This design comes from an exercise in tuning for small area, a short achievable clock period and few clock cycles on the open sky130 flow, not from production work.
Function was not checked in any run shown here: the RTL went through the layout flow alone.
Power is estimated from default activity; no workload was simulated.

==> design.v <==
module rc_frame_drive_command (
    input  logic        clk,
    input  logic        rst_n,
    input  logic        rx_valid,
    output logic        rx_ready,
    input  logic [7:0]  rx_byte,
    input  logic        rx_buffer_end,
    input  logic        rx_quick_stop_enabled,
    output logic        cmd_valid,
    input  logic        cmd_ready,
    output logic        cmd_frame_valid,
    output logic signed [9:0] cmd_linear_velocity,
    output logic signed [9:0] cmd_angular_velocity,
    output logic        cmd_manual_mode,
    output logic        cmd_startup_set,
    output logic [2:0]  cmd_startup_value,
    output logic [1:0]  cmd_stop_code,
    input  logic        cfg_we,
    input  logic [7:0]  cfg_wdata
);
    localparam logic [1:0] C4_DOWN = 2'd1;
    localparam logic [1:0] C4_UP   = 2'd2;
    localparam logic [1:0] C4_MID  = 2'd3;
    localparam logic [1:0] S11_MID  = 2'd0;
    localparam logic [1:0] S11_UP   = 2'd1;
    localparam logic [1:0] S11_DOWN = 2'd2;
    logic [4:0] cnt;             
    logic       ok;              
    logic       rdy_n;           
    logic       cp, cp_qs;       
    logic       cp2;             
    logic       busy;            
    logic [3:0] k;               
    logic       cv;
    logic       sel_s;           
    logic       op_init, op_corr, op_any;  
    logic [10:0] wt, ws;         
    logic [8:0]  rem;
    logic        f_ge, f_le;     
    logic [1:0]  c4p;
    logic        sw9p;
    logic [1:0]  s11p;
    logic [7:0]  thr;
    logic [8:0]  ht, hs;         
    logic [1:0]  c4h;
    logic        sw9h;
    logic        sset_n;         
    logic [2:0]  sval_x;         
    logic [9:0]  lin, ang;
    logic        fv_o;
    logic [1:0]  stop_o;
    logic fire, fire_end, c1;
    assign fire     = rx_valid & ~rdy_n;
    assign fire_end = fire & rx_buffer_end;
    assign c1       = cp & ~cp2 & ~busy & ~cv;
    logic cp_n, cp2_n, cv_n, busy_n, last;
    always_comb begin
        last   = busy & (k == 4'd9);
        cp_n   = fire_end | (cp & ~c1);
        cp2_n  = c1;
        busy_n = (cp2 & sw9h) | (busy & ~last);
        cv_n   = (cp2 & ~sw9h) | last | (cv & ~cmd_ready);
    end
    always_ff @(posedge clk or negedge rst_n) begin
        if (!rst_n) begin
            cnt <= '0;
            cp  <= 1'b0;
            cp2 <= 1'b0;
            cv  <= 1'b0;
            busy <= 1'b0;
            rdy_n <= 1'b0;
        end else begin
            if (fire)
                cnt <= rx_buffer_end ? 5'd0 : (cnt == 5'd25) ? cnt : cnt + 5'd1;
            cp  <= cp_n;
            cp2 <= cp2_n;
            cv  <= cv_n;
            busy <= busy_n;
            rdy_n <= cp_n & (cp2_n | busy_n | cv_n);
        end
    end
    always_ff @(posedge clk) begin
        if (fire) begin
            if (rx_buffer_end && cnt < 5'd24)
                ok <= 1'b0;
            else if (cnt == 5'd0)
                ok <= (rx_byte == 8'h0f);
            else if (cnt == 5'd24)
                ok <= ok & (rx_byte == 8'h00);
            sel_s   <= cnt >= 5'd13;
            op_init <= !rx_buffer_end && (cnt == 5'd3 || cnt == 5'd13);
            op_corr <= !rx_buffer_end && (cnt == 5'd12 || cnt == 5'd22);
            op_any  <= !rx_buffer_end && cnt >= 5'd3 && cnt <= 5'd22;
        end
        if (fire_end)
            cp_qs <= rx_quick_stop_enabled;
    end
    always_ff @(posedge clk) begin
        if (fire) begin
            case (cnt)
                5'd6: begin    
                    f_ge <= rx_byte[7:4] >= 4'd14;
                    f_le <= rx_byte[7:4] <= 4'd2;
                end
                5'd13: begin   
                    f_ge <= rx_byte[7:3] >= 5'd30;
                    f_le <= rx_byte[7:3] <= 5'd18;
                end
                5'd16: begin   
                    f_ge <= rx_byte[7:1] >= 7'd30;
                    f_le <= rx_byte[7:1] <= 7'd50;
                end
                default: ;
            endcase
            if (cnt == 5'd7) begin    
                if (rx_byte[6:0] > 7'd105 || (rx_byte[6:0] == 7'd105 && f_ge))
                    c4p <= C4_UP;
                else if (rx_byte[6:0] < 7'd19 || (rx_byte[6:0] == 7'd19 && f_le))
                    c4p <= C4_DOWN;
                else
                    c4p <= C4_MID;
            end
            if (cnt == 5'd14)         
                sw9p <= rx_byte[5:0] < 6'd9 || (rx_byte[5:0] == 6'd9 && f_le);
            if (cnt == 5'd17) begin   
                if (rx_byte[3:0] > 4'd13 || (rx_byte[3:0] == 4'd13 && f_ge))
                    s11p <= S11_DOWN;
                else if (rx_byte[3:0] < 4'd2 || (rx_byte[3:0] == 4'd2 && f_le))
                    s11p <= S11_UP;
                else
                    s11p <= S11_MID;
            end
        end
    end
    logic        d_init, d_step, d_corr, d_op;
    logic [10:0] wsrc, wnew;
    logic [11:0] x;
    logic        xneg;
    logic [10:0] w;
    logic [8:0]  xin, xinc, yinc;
    logic [5:0]  a;
    logic [9:0]  k1, k2;
    logic [9:0]  u, v1, v2;
    logic        ge1, ge2, sgn, neg_corr;
    logic [8:0]  rem_n;
    always_comb begin
        d_init = op_init;
        d_corr = op_corr;
        d_op   = op_any;
        d_step = op_any & ~op_init & ~op_corr;
        wsrc   = sel_s ? ws : wt;
        sgn    = wsrc[8];        
        x    = {1'b0, wsrc} - (sel_s ? 12'd938 : 12'd1001);
        xneg = x[11];
        w    = x[10:0] ^ {11{xneg}};
        case ({d_corr, sel_s, d_corr ? sgn : wsrc[10]})
            3'b000, 3'b010: a = 6'd0;
            3'b001, 3'b011: a = 6'd25;
            3'b100:         a = 6'd0;
            3'b101:         a = 6'd50;
            3'b110:         a = 6'd27;
            default:        a = 6'd23;
        endcase
        k1  = {4'd0, a} - 10'd174;
        k2  = {4'd0, a} - 10'd347;
        u   = {1'b0, rem} + {4'd0, a};
        v1  = {1'b0, rem} + k1;
        v2  = {1'b0, rem} + k2;
        ge1 = !v1[9];
        ge2 = !v2[9];
        rem_n = ge2 ? {v2[7:0], 1'b0} : ge1 ? {v1[7:0], 1'b1} : {u[7:0], 1'b0};
        neg_corr = d_corr & sgn;
        xin  = {wsrc[8] & ~d_corr, wsrc[7:0]} ^ {9{neg_corr}};
        xinc = xin + 9'd1;
        yinc = (ge2 ^ neg_corr) ? xinc : xin;
        if (d_init)
            wnew = {w[7:0], 2'b00, ~xneg};
        else
            wnew = {wsrc[9], yinc, ge1 & ~ge2 & ~d_corr};
    end
    always_ff @(posedge clk) begin
        if (fire) begin
            if (cnt == 5'd2)
                wt[4:0] <= rx_byte[7:3];
            if (cnt == 5'd3)
                wt[10:5] <= rx_byte[5:0];
            if (cnt == 5'd5)
                ws[6:0] <= rx_byte[7:1];
            if (cnt == 5'd6)
                ws[10:7] <= rx_byte[3:0];
            if (d_op) begin
                if (sel_s)
                    ws <= wnew;
                else
                    wt <= wnew;
            end
            if (d_init) begin
                rem <= 9'(w[10:8] * 6'd50);
            end else if (d_step)
                rem <= rem_n;
        end
    end
    logic [1:0] c4_new;
    logic       bt, bs, tb;      
    logic       pt, ct;          
    logic       nt, ns;          
    logic       gt, gs;          
    logic       mt, ms, lbit;
    always_comb begin
        c4_new = ok ? c4p : c4h;
        bt   = (k == 4'd9) ? pt : ht[k];
        bs   = hs[k];
        tb   = thr[k[2:0]];
        mt   = bt ^ (ht[8] & nt);
        ms   = bs ^ (hs[8] & ns);
        lbit = bt ^ pt ^ ct;
    end
    always_ff @(posedge clk) begin
        if (cp2) begin
            k  <= 4'd0;
            pt <= 1'b0;
            ct <= 1'b0;
            nt <= 1'b0;
            ns <= 1'b0;
            gt <= 1'b1;
            gs <= 1'b1;
        end else if (busy) begin
            k  <= k + 4'd1;
            pt <= bt;
            ct <= (bt & pt) | (bt & ct) | (pt & ct);
            nt <= nt | bt;
            ns <= ns | bs;
            if (!k[3]) begin
                gt <= (mt & ~tb) | (mt & gt) | (~tb & gt);
                gs <= (ms & ~tb) | (ms & gs) | (~tb & gs);
            end
        end
    end
    always_ff @(posedge clk or negedge rst_n) begin
        if (!rst_n) begin
            thr  <= 8'd10;
            ht   <= '0;
            hs   <= '0;
            c4h  <= C4_MID;
            sw9h <= 1'b0;
            sset_n <= 1'b0;
            sval_x <= 3'd0;
            lin  <= '0;
            ang  <= '0;
        end else begin
            if (cfg_we)
                thr <= cfg_wdata;
            if (c1 && ok) begin
                ht   <= wt[9:1];
                hs   <= ws[9:1];
                c4h  <= c4p;
                sw9h <= sw9p;
                case (s11p)
                    S11_MID:  begin sset_n <= 1'b0; sval_x <= 3'd0; end   
                    S11_DOWN: begin sset_n <= 1'b0; sval_x <= 3'd3; end   
                    default: begin
                        sset_n <= sval_x[2];
                        sval_x <= {1'b1, 1'b0, sval_x[2]};
                    end
                endcase
            end
            if (busy) begin
                lin <= (last && !gt) ? '0 : {lbit, lin[9:1]};
                if (last)
                    ang <= gs ? {hs, 1'b0} : '0;
            end
        end
    end
    always_ff @(posedge clk) begin
        if (c1) begin
            fv_o   <= ok;
            stop_o <= cp_qs ? c4_new : 2'd0;
        end
    end
    assign rx_ready             = ~rdy_n;
    assign cmd_valid            = cv;
    assign cmd_frame_valid      = fv_o;
    assign cmd_linear_velocity  = lin;
    assign cmd_angular_velocity = ang;
    assign cmd_manual_mode      = sw9h;
    assign cmd_startup_set      = ~sset_n;
    assign cmd_startup_value    = {~sval_x[2], sval_x[1], ~sval_x[0]};
    assign cmd_stop_code        = stop_o;
endmodule
==> flow/run.sh <==
#!/bin/bash
# Standard synthesis and layout; ports are buffered with buf_2 cells and the
# layout's timing repair aims for extra setup slack (the clock period and
# constraints are unchanged).
set -euo pipefail
bash standard.sh synth > synth.log 2>&1
bash standard.sh "BUFFER_PORTS_ARGS=-buffer_cell sky130_fd_sc_hd__buf_2" SETUP_SLACK_MARGIN=9.5 finish > layout.log 2>&1
==> standard.sh <==
#!/bin/bash
# synth_recipe.tcl (not shown) runs the flow's synth.tcl, then flattens the netlist and writes it again
# the make line also repeats each setting of config.mk as NAME=value (left out here)
make -C /OpenROAD-flow-scripts/flow DESIGN_CONFIG=/design/flow/config.mk WORK_HOME=/design/flow/orfs CLKGATE_MAP_FILE= SYNTH_SCRIPT=/design/flow/synth_recipe.tcl "${@:-finish}"
==> config.mk <==
export PLATFORM = sky130hd
export DESIGN_NAME = rc_frame_drive_command
export DESIGN_NICKNAME = rc_frame_drive_command
export VERILOG_FILES = /design/flow/design.v
export SDC_FILE = /design/flow/constraint.sdc
export NUM_CORES = 4
export LEC_CHECK = 0
export CAP_MARGIN = 20
export CORE_MARGIN = 2
export CORE_UTILIZATION = 40
export SLEW_MARGIN = 20
==> constraint.sdc <==
create_clock -name core_clock -period 13.0 [get_ports {clk}]
set_input_delay 2.6000 -clock core_clock [delete_from_list [all_inputs] [get_ports {clk}]]
set_output_delay 2.6000 -clock core_clock [all_outputs]
set_load 0.01 [all_outputs]
==> results.toml, run 1 <==
[global_route]
grt_use_total_pct = 19.8
antenna_found_initial = 0
grt_max_degree = 63
grt_pass1_wl_mm = 33.4
grt_pass1_vias = 6086
overflow = 0

[cts]
path_clk_slew_ns = 0.06
cts-hold-fix-buffers = 0
tritoncts = "yes"
numClockSinks = 119
cts_buffers = 17
htree_levels = 4
clk_latency_ns = 0.42
clock-root-buffer = "clkbuf_16"
cts_max_path_buffers = 2

[timing]
setup_violations = 0
slew_violations = 0
slew_headroom_pct = 28.1
max_slew.worst_pin.slew_ns = 1.08
whs_ns = 0.477
finalHoldViolCount = 0
period_minus_slack_ns = 3.70
rsz0062_at_grt = "yes"
timing.fmax_mhz = 271
finClkSkew_ns = 0.0137
finalCritPeriodShare_pct = 28.4
tns_ns = 0

[drt]
drt_iter0_markers = 439
num_vias = 6361
antenna_left = 0
drc = 0
vias_per_cell = 5.43
routed_wl_mm = 20.6
dr.pass1.iters = 5
post_drt_wl_per_cell_um = 17.6

[min_path]
holdPathStages = 2
min_from = "ns$_SDFFE_PP0P_"
min_path_type = "flip-flop to flip-flop"
hold_path_end = "ns$_SDFFE_PP0P_"

[worst_setup_path]
cpLargestDelayFamily = "simple AND/OR/NAND/NOR gates"
r2r-end = "wt[8]$_DFFE_PP_"
crit_path_end_kind = "flip-flop"
r2r_slack_ns = 9.30
crit_type = "flip-flop to flip-flop"
crit_arrival_ns = 3.84
cp_slowest_cell = "fa_1"
rr_worst_depth = 16
worstPathCellList = "buf_12 > mux2_4 > nor2_4 > a21o_1 > inv_2 > nor2_4 > inv_2 > ha_4 > fa_1 > and3b_2 > o311a_4 > or4_4 > a22oi_4 > nand2_1 > a31oi_2 > o21ai_1"
crit_fanout = 5
worst-path-buf-inv = 3
cp.required_ns = 13.14
timing.rr.start = "sel_s$_DFFE_PP_"
critPathLaunchType = "flip-flop"
worst_path_largest_cell_delay_ns = 0.48

[synth]
seq_area_frac_synth_pct = 39.7
synth_fp_nets = 883
synth-edff-count = 47
netlist_area_um2 = 7980
synth_warnings = 1
syn_inst = 817
synth-seq-cells = 119
synthArstFlopShare_pct = 52.1
synth_cell_types = 77
synth_flop_cell = "dfrtp_1"
avgSynthCellArea_um2 = 9.77

[finish]
diodes = 0
drive_gt1_share_pct = 28.9
fin_util_pct = 50.0
num-nets-final = 960
areaGrowthSynthToFinish_pct = 22.3

[placed_design]
dp_hpwl_mm = 14.0
portBuffers = 51
gp_congestion = 0.865

[floorplanning]
core_area_um2 = 19500
die_x_um = 145
start_util_pct = 40.9
ios = 53
dieArea_um2 = 21100
die_h_um = 145
rows = 51

[pwr]
leakage_nw = 4.11
power.density_nw_per_um2 = 255
vdd_drop_max_mv = 0.123

[run]
cap_violations = 0

[status]
run_status = "no timing/DRC/antenna violations"
-- flip-flops by register name, indices dropped and copies added, names as in the netlist, 2 cells and up --
register and flops:
ang 9, c4h 2, c4p 2, cnt 5, hs 9, ht 9
k 4, lin 10, rem 9, s11p 2, stop_o 2, sval_x 3
thr 8, ws 11, wt 11
-- worst max-delay path by stage --
stage	start	slack [ns]	endpoint	depth (start not counted)
5_1_grt	sel_s$_DFFE_PP_	9.14	wt[9]$_DFFE_PP_	13
6_report	sel_s$_DFFE_PP_	9.30	wt[8]$_DFFE_PP_	16
4_1_cts	sel_s$_DFFE_PP_	9.33	wt[8]$_DFFE_PP_	16
3_3_place_gp	rx_valid	8.98	rdy_n$_DFF_PN0_	6
3_5_place_dp	sel_s$_DFFE_PP_	8.85	ws[2]$_DFFE_PP_	15
2_1_floorplan	sel_s$_DFFE_PP_	9.34	wt[8]$_DFFE_PP_	17
-- where the power goes --
group	switching (W)	leakage, nW	internal [W]	total [W]
combinational	0.000665	2.51	0.000603	0.00127
sequential	0.000161	1.29	0.000560	0.000721
clock	0.000200	0.310	0.000303	0.000503
total	0.00103	4.11	0.00147	0.00249
-- per-stage QoR --
| step | area, um2 | std cells | total power, W | setup slack (ns) |
|---|---|---|---|---|
| after floorplan | 8130 | 817 | 0.00156 | 9.34 |
| after global placement | 8480 | 1090 | 0.00182 | 8.98 |
| after detailed placement | 8480 | 1090 | 0.00183 | 8.85 |
| after CTS | 9530 | 1154 | 0.00243 | 9.33 |
| after global routing | 9760 | 1172 | 0.00267 | 9.14 |
| final | 9760 | 1172 | 0.00249 | 9.30 |
-- layer usage --
| layer | global-route usage [%] | routed length [um] |
|---|---|---|
| met1 | 26.9 | 9430 |
| met2 | 32.1 | 9960 |
| met3 | 4.50 | 855 |
| met4 | 5.05 | 378 |
| met5 | 0 | 0 |
-- kinds of logic (layout without fill, tap and decap cells) --
group                      count (synthesis)  after routing  share of synthesized area (%)
muxes                                     95             95                           13.7
AOI/OAI and AO/OA                        172            172                           14.6
DFF                                      119            119                           39.7
xor gates and xnor gates                  48             48                           5.27
other                                      1              1                         0.0470
buffers and inverters                     89            179                           4.66
and+or+nand+nor                          249            249                           14.5
adders and majority gates                 44             44                           7.53
-- final cells by class --
class / instances / area, um2
inverters: 41 / 161
fillers: 1802 / 9770
clock inverters: 14 / 180
well taps: 265 / 332
repair buffers: 105 / 749
clock buffers: 18 / 450
flip-flops and latches: 119 / 3170
repair inverters: 1 / 7.51
multi-input cells: 609 / 4710
-- synth_stat cells (7+ instances only) --
library cell / n / share of area (%)
xnor2_1: 37 / 4.1
o21ai_1: 9 / 0.56
nand4_1: 8 / 0.63
edfxtp_1: 47 / 18
a21oi_1: 35 / 2.2
fa_1: 7 / 1.8
nand2_1: 100 / 4.7
nor2_1: 58 / 2.7
o21a_1: 8 / 0.75
dfxtp_1: 10 / 2.5
a31oi_1: 8 / 0.63
mux2_2: 45 / 6.4
clkbuf_1: 29 / 1.4
xor2_1: 11 / 1.2
ha_1: 36 / 5.6
dfrtp_1: 58 / 18
nand3_1: 22 / 1.4
nor3_1: 12 / 0.75
mux2i_1: 42 / 5.3
nor2b_1: 9 / 0.71
o21ai_0: 40 / 2.5
nand2b_1: 8 / 0.63
inv_1: 41 / 1.9
-- layout by cell type, fill, tap and decap left out, types with 7 or more instances in the layout --
cell type / netlist / layout
nand4_1: 8 / 8
edfxtp_1: 47 / 47
nor2b_1: 9 / 8
nor3_1: 12 / 11
inv_1: 41 / 33
xor2_1: 11 / 11
nor2_1: 58 / 54
ha_1: 36 / 33
a21oi_1: 35 / 31
a31oi_1: 8 / 7
o21ai_0: 40 / 28
o21ai_1: 9 / 15
dfxtp_1: 10 / 10
nand3_1: 22 / 20
nand2b_1: 8 / 8
dfrtp_1: 58 / 58
buf_4: 6 / 48
mux2_2: 45 / 44
buf_2: 6 / 50
mux2i_1: 42 / 40
clkbuf_16: 0 / 18
xnor2_1: 37 / 36
nand2_1: 100 / 94
o21a_1: 8 / 8
-- worst reg2reg max path: cells and delay by family (launching register included) --
kind / cells / cell delay, ns
flip-flops: 1 / 0.43
buffers and inverters: 3 / 0.27
adder cells (fa/ha/maj): 2 / 0.63
AND/OR/NAND/NOR: 5 / 0.95
multiplexers: 1 / 0.32
AO/OA/AOI/OAI: 5 / 0.82
-- timing repair --
item | CTS | global route
cloned | 3 | 0
setup buffers | 29 | 18
resized for setup | 32 | 26
setup endpoints to repair | 64 | 68
pin swaps | 4 | 11
hold endpoints to repair | 0 | 0
==> run 2, diff against run 1 <==
--- a/design.v
+++ b/design.v
@@ -139,7 +139,6 @@
     logic [10:0] w;
     logic [8:0]  xin, xinc, yinc;
-    logic [5:0]  a;
-    logic [9:0]  k1, k2;
-    logic [9:0]  u, v1, v2;
+    logic [10:0] k0, k1, k2;
+    logic [10:0] t0, t1, t2;
     logic        ge1, ge2, sgn, neg_corr;
     logic [8:0]  rem_n;
@@ -155,19 +154,17 @@
         w    = x[10:0] ^ {11{xneg}};
         case ({d_corr, sel_s, d_corr ? sgn : wsrc[10]})
-            3'b000, 3'b010: a = 6'd0;
-            3'b001, 3'b011: a = 6'd25;
-            3'b100:         a = 6'd0;
-            3'b101:         a = 6'd50;
-            3'b110:         a = 6'd27;
-            default:        a = 6'd23;
+            3'b000, 3'b010: begin k0 = 11'd0;  k1 = -11'sd347; k2 = -11'sd694; end
+            3'b001, 3'b011: begin k0 = 11'd50; k1 = -11'sd297; k2 = -11'sd644; end
+            3'b100:         begin k0 = 11'd0;  k1 = -11'sd347; k2 = -11'sd694; end
+            3'b101:         begin k0 = 11'd100; k1 = -11'sd247; k2 = -11'sd594; end
+            3'b110:         begin k0 = 11'd54; k1 = -11'sd293; k2 = -11'sd640; end
+            default:        begin k0 = 11'd46; k1 = -11'sd301; k2 = -11'sd648; end
         endcase
-        k1  = {4'd0, a} - 10'd174;
-        k2  = {4'd0, a} - 10'd347;
-        u   = {1'b0, rem} + {4'd0, a};
-        v1  = {1'b0, rem} + k1;
-        v2  = {1'b0, rem} + k2;
-        ge1 = !v1[9];
-        ge2 = !v2[9];
-        rem_n = ge2 ? {v2[7:0], 1'b0} : ge1 ? {v1[7:0], 1'b1} : {u[7:0], 1'b0};
+        t0  = {1'b0, rem, 1'b0} + k0;
+        t1  = {1'b0, rem, 1'b0} + k1;
+        t2  = {1'b0, rem, 1'b0} + k2;
+        ge1 = !t1[10];
+        ge2 = !t2[10];
+        rem_n = ge2 ? t2[8:0] : ge1 ? t1[8:0] : t0[8:0];
         neg_corr = d_corr & sgn;
         xin  = {wsrc[8] & ~d_corr, wsrc[7:0]} ^ {9{neg_corr}};
--- a/config.mk
+++ b/config.mk
@@ -6,4 +6,5 @@
 export NUM_CORES = 4
 export LEC_CHECK = 0
+export ABC_AREA = 1
 export CAP_MARGIN = 20
 export CORE_MARGIN = 2
==> results.toml, run 2 <==
[worst_setup_path]
rr_worst_depth = 20
critPathLaunchType = "flip-flop"
crit_path_end_kind = "primary output"
worst_path_largest_cell_delay_ns = 0.38
crit_type = "flip-flop to primary output"
worstSetupEndpoint = "cmd_startup_value[2]"
r2r_slack_ns = 9.77
crit_fanout = 2
cp_slowest_cell = "dfrtp_1"
cp.required_ns = 10.40
crit_start = "sval_x[2]$_DFFE_PN0P_"
crit_arrival_ns = 0.98
worstPathCellList = "inv_2 > buf_6"
timing.rr.start = "sel_s$_DFFE_PP_"
r2r-end = "rem[7]$_DFFE_PP_"

[synth]
yosysMostFrequentCell = "nand2_1"
synthArstFlopShare_pct = 52.1
synth_warnings = 1
synth_cell_types = 53
synth_top_area_share_pct = 18.6
yosys-top-cells-count = "nand2_1 (276), inv_1 (130), o21ai_0 (88), nor2_1 (80), nand3_1 (76)"
synth_fp_nets = 1100
synth-edff-count = 47
avgSynthCellArea_um2 = 7.49
seq_area_frac_synth_pct = 40.6
synth-seq-cells = 119
netlist_area_um2 = 7800
synth_area_leaders = "dfrtp_1 (19%), edfxtp_1 (18%), nand2_1 (13%)"
synth_flop_cell = "dfrtp_1"
syn_inst = 1042
synth_top_area_cell = "dfrtp_1"

[timing]
finClkSkew_ns = 0.0122
slew_violations = 0
finalCritPeriodShare_pct = 27.6
timing.fmax_mhz = 279
period_minus_slack_ns = 3.58
slew_headroom_pct = 47.2
max_slew.worst_pin.slew_ns = 0.792
rsz0062_at_grt = "yes"
tns_ns = 0
setup_violations = 0
finalHoldViolCount = 0

[cts]
clock-root-buffer = "clkbuf_16"
cts_max_path_buffers = 2
clk_latency_ns = 0.43
cts-hold-fix-buffers = 0
tritoncts = "yes"
htree_levels = 4
numClockSinks = 119
path_clk_slew_ns = 0.06
cts_buffers = 17

[drt]
drt_iter0_markers = 496
dr.pass1.iters = 5
antenna_left = 0
post_drt_wl_per_cell_um = 15.2
num_vias = 7227
routed_wl_mm = 21.3
vias_per_cell = 5.17
drc = 0

[global_route]
antenna_found_initial = 0
overflow = 0
grt_pass1_vias = 6503
grt_use_total_pct = 21.2
grt_pass1_wl_mm = 34.0
grt_max_degree = 63

[placed_design]
dp_hpwl_mm = 15.5
dpl_cell_area_um2 = 8280
portBuffers = 51
gp_congestion = 0.918

[finish]
diodes = 0
final_common_cell = "nand2_1"
reg_top3 = "ws (11), wt (11), lin (10)"
areaGrowthSynthToFinish_pct = 18.9
drive_gt1_share_pct = 15.7
final_cell_mix = "nand2_1 (274), inv_1 (124), o21ai_0 (86), nor2_1 (76), nand3_1 (74)"
design_area_um2 = 9280
num-nets-final = 1180

[pwr]
power.density_nw_per_um2 = 244
leakage_nw = 4.38
vdd_drop_max_mv = 0.112

[floorplanning]
dieArea_um2 = 20600
start_util_pct = 40.4
core_area_um2 = 19300
rows = 51
die_x_um = 144
die_h_um = 144
ios = 53

[min_path]
min_path_type = "flip-flop to flip-flop"

[status]
run_status = "no timing/DRC/antenna violations"

[run]
cap_violations = 0
-- run 2: worst min-delay path by stage --
stage | start | endpoint | slack (ns) | depth (start not counted)
CTS | nt$_SDFFE_PP0P_ | nt$_SDFFE_PP0P_ | 0.47 | 1
global placement | nt$_SDFFE_PP0P_ | nt$_SDFFE_PP0P_ | 0.45 | 1
finish | nt$_SDFFE_PP0P_ | nt$_SDFFE_PP0P_ | 0.46 | 1
global route | c4h[1]$_DFFE_PN1P_ | c4h[1]$_DFFE_PN1P_ | 0.50 | 2
detailed placement | nt$_SDFFE_PP0P_ | nt$_SDFFE_PP0P_ | 0.45 | 1
floorplan | sw9p$_DFFE_PP_ | sw9h$_DFFE_PN0P_ | 0.43 | 2
-- run 2: worst max-delay path, delay by kind of cell (launching register included) --
family   cells  cell delay [ns]
buf+inv      2             0.17
flops        1             0.38
-- run 2: layer usage --
metal | vias up | part of all wire, % | GRT usage (%)
li1 | 3630 | - | -
met1 | 3346 | 48 | 30.6
met2 | 219 | 45 | 32.3
met3 | 32 | 5.1 | 3.47
met4 | 0 | 1.9 | 7.22
met5 | - | 0 | 0
-- run 2: cells by family after synthesis --
kind of cell    Yosys count  synth area share (%)
mux                       4                 0.577
simple gates            482                  26.2
compound gates          216                  15.8
flops                   119                  40.6
fa+ha+maj                35                  6.00
other cells               1                0.0480
xor+xnor                 19                  2.23
buf+inv                 166                  8.61
-- run 2: layout make-up --
type,instances,area [um2]
inverter,137,520
fill,1947,10100
tap,265,332
clock inverter,12,113
multi-input combinational,757,4080
timing repair buffer,89,582
sequential,119,3170
timing repair inverter,1,7.51
clock buffer,19,475
-- run 2: timing repair --
item | in CTS | in global routing
setup endpoints to repair | 60 | 86
cloned | 1 | 0
resized for setup | 9 | 23
setup buffers | 28 | 8
pin swaps | 1 | 1
-- run 2: per-stage QoR --
stage	utilization (%)	std cells	power [W]	worst slack (ns)	hold slack, ns
floorplan	-	1042	0.00141	9.47	0.430
global placement	42.8	1331	0.00168	8.83	0.448
detailed placement	42.8	1331	0.00169	8.69	0.453
CTS	47.1	1391	0.00222	9.40	0.466
global route	48.0	1399	0.00246	9.40	0.496
finish	48.0	1399	0.00226	9.42	0.461
-- run 2: power by group --
part / total (W) / leakage [nW] / switching (W) / internal (W)
registers: 0.000674 / 1.31 / 0.000123 / 0.000550
clock network: 0.000476 / 0.297 / 0.000189 / 0.000287
logic: 0.00111 / 2.78 / 0.000689 / 0.000426

what the ideal ports hide:
Ports are ideal in the flow. The routed layouts listed here were re-timed in OpenROAD. Step 1 (the two cells are an assumption about what drives the block):
set clk [get_ports {clk}]
set_driving_cell -lib_cell sky130_fd_sc_hd__clkbuf_16 $clk
set_driving_cell -lib_cell sky130_fd_sc_hd__buf_2 [delete_from_list [all_inputs] $clk]
Step 2, shift: input delay + t, output delay - t, t = (earliest + latest rising clock arrival at the registers) / 2. This alone moves slack from input paths to output paths. a / b / c = no drivers / after step 1 / after step 2; a / b = the first two.
run | t (ns) | slack for setup (ns) | pins driven straight from the clock port
run 1 | 0.458 | 9.304 / 9.304 / 9.219 | 1
run 2 | 0.473 | 9.416 / 9.370 / 9.255 | 1
After both steps setup and hold are still met in every run listed. For run 2, which loses most, drivers alone change the setup slack by -0.046 ns; drivers and shift together by -0.161 ns.
